Source: an optimization exercise on an open RTL-to-GDS flow (aim: small area and a short achievable clock period). Production flows keep margins and buffers that such runs may drop. In this exercise RTL edits were held to simulation tests only and were not proved equivalent to the original. No activity file was given, so power comes from the tool's default toggle rates.

// dp_core
module dp_core (
  input  logic        clk,
  input  logic        nreset,
  input  logic        instr_valid_i,
  input  logic [31:0] instr_i,
  output logic        wb_valid_o,
  output logic [3:0]  wb_addr_o,
  output logic [31:0] wb_data_o,
  output logic [3:0]  flags_o
);
  logic [3:0]  opc, rn, rm, rd;
  logic        imm_sel;
  assign opc     = instr_i[24:21];
  assign rn      = instr_i[19:16];
  assign rd      = instr_i[15:12];
  assign rm      = instr_i[3:0];
  assign imm_sel = instr_i[25];
  logic d_wr, d_setf, d_arith, d_cin, d_inv, d_and, d_or, d_xor;
  always_comb begin
    d_wr = 1'b0; d_setf = 1'b0; d_arith = 1'b0; d_cin = 1'b0; d_inv = 1'b0;
    d_and = 1'b0; d_or = 1'b0; d_xor = 1'b0;
    case (opc)
      4'b0001: begin d_wr = 1'b1; d_setf = instr_i[20]; d_xor = 1'b1; end             
      4'b0010: begin d_wr = 1'b1; d_setf = instr_i[20]; d_arith = 1'b1;               
                     d_cin = 1'b1; d_inv = 1'b1; end
      4'b0100: begin d_wr = 1'b1; d_setf = instr_i[20]; d_arith = 1'b1; end           
      4'b1000: begin d_setf = 1'b1; d_and = 1'b1; end                                 
      4'b1001: begin d_setf = 1'b1; d_xor = 1'b1; end                                 
      4'b1010: begin d_setf = 1'b1; d_arith = 1'b1; d_cin = 1'b1; d_inv = 1'b1; end   
      4'b1100: begin d_wr = 1'b1; d_setf = instr_i[20]; d_or = 1'b1; end              
      4'b1101: begin d_wr = 1'b1; d_setf = instr_i[20]; end                           
      4'b1110: begin d_wr = 1'b1; d_setf = instr_i[20]; d_and = 1'b1; d_inv = 1'b1; end  
      4'b1111: begin d_wr = 1'b1; d_setf = instr_i[20]; d_inv = 1'b1; end             
      default: ;
    endcase
  end
  logic [15:0][31:0] regs;
  logic        wb_v;
  logic [3:0]  wb_a;
  logic [31:0] wb_d;
  logic [15:0] we;
  always_comb begin
    for (int i = 0; i < 16; i++) we[i] = wb_v & (wb_a == i);
  end
  always_ff @(posedge clk) begin
  ...
Size: roughly 2400 cells after synthesis, roughly 630 flip-flops, roughly 76 I/O pins, roughly 30000 µm² of cells after synthesis.
clock: 6.5 ns
lec_check: 0
cap_margin: 20
core_margin: 2
core_utilization: 40
cts_cluster_diameter: 100
cts_cluster_size: 30
setup_slack_margin: 3.5
slew_margin: 20
standard.sh (not shown) runs the stock make flow with config.mk's settings and CLKGATE_MAP_FILE= SYNTH_SCRIPT=/design/flow/synth_recipe.tcl, a recipe that flattens the netlist after the stock synthesis.
==> flow/flow/run.sh <==
#!/bin/bash
# The standard layout, with plain buf_2 port buffers in place of the
# delay cells buffer_ports picks by default
set -euo pipefail
export BUFFER_PORTS_ARGS="-buffer_cell sky130_fd_sc_hd__buf_2"
bash standard.sh > standard_flow.log 2>&1
==> next run, changes <==
- CTS_CLUSTER_DIAMETER: 100 -> unset
- CTS_CLUSTER_SIZE: 30 -> unset
Effect: Via count rose by 1.3%; routed wire length rises by 0.77%; non-clock buffer count went down by 10.

* * *

dp_core, a different RTL version from the one above (not shown whole).
Size: roughly 2500 cells after synthesis, roughly 76 I/O pins, about 30000 sq um of cells after synthesis.
clock: 6.5 ns
lec_check: 0
cap_margin: 20
core_margin: 2
core_utilization: 40
setup_slack_margin: 3.5
slew_margin: 20
run.sh (not shown) runs the stock make flow with config.mk's settings and CLKGATE_MAP_FILE= SYNTH_SCRIPT=/design/flow/synth_recipe.tcl, a recipe that flattens the netlist after the stock synthesis.
Stock flow here: none of the scripts above is used.
The baseline completed without violations.
Change:
==> flow/flow/run.sh (new file) <==
#!/bin/bash
# The standard layout, with plain buf_2 port buffers in place of the
# delay cells buffer_ports picks by default
set -euo pipefail
export BUFFER_PORTS_ARGS="-buffer_cell sky130_fd_sc_hd__buf_2"
bash standard.sh > standard_flow.log 2>&1
==> flow/standard.sh (new file) <==
#!/bin/bash
# synth_recipe.tcl (not shown) runs the flow's synth.tcl, then flattens the netlist and writes it again
# the make line also repeats each setting of config.mk as NAME=value (left out here)
make -C /OpenROAD-flow-scripts/flow DESIGN_CONFIG=/design/flow/config.mk WORK_HOME=/design/flow/orfs CLKGATE_MAP_FILE= SYNTH_SCRIPT=/design/flow/synth_recipe.tcl "${@:-finish}"
removed: flow/run.sh
- sequential power goes up by about 0.8%
- worst hold slack improved by 18 ps
- routed wire length decreases by 4.2%

[static timing again, ports no longer ideal]
The results above use ideal ports. As a check the final layouts listed here were re-extracted and re-timed, cells and wires unchanged.
Step 1 sets driving cells, clkbuf_16 on the clock port and buf_2 on the other inputs (assumed; they add their load-dependent delay and slew).
Step 2, shift: input delay + t, output delay - t, t = (earliest + latest rising clock arrival at the registers) / 2. This alone moves slack from input paths to output paths.
Three values: ideal, step 1, step 2; two values: the first two.
run	shift t [ns]	setup slack, ns	worst data-port slew with drivers (ns)
the first run of note 1	0.679	3.481 / 3.416 / 2.876	0.08
the second run of note 1	0.696	3.403 / 3.423 / 2.727	0.09
the first run of note 2	0.677	3.329 / 3.265 / 2.864	0.04
the second run of note 2	0.673	3.323 / 3.323 / 2.864	0.04
After both steps every run listed still meets setup and hold. For the second run of note 1, which loses most, drivers alone change the setup slack by +0.020 ns; drivers and shift together by -0.676 ns.
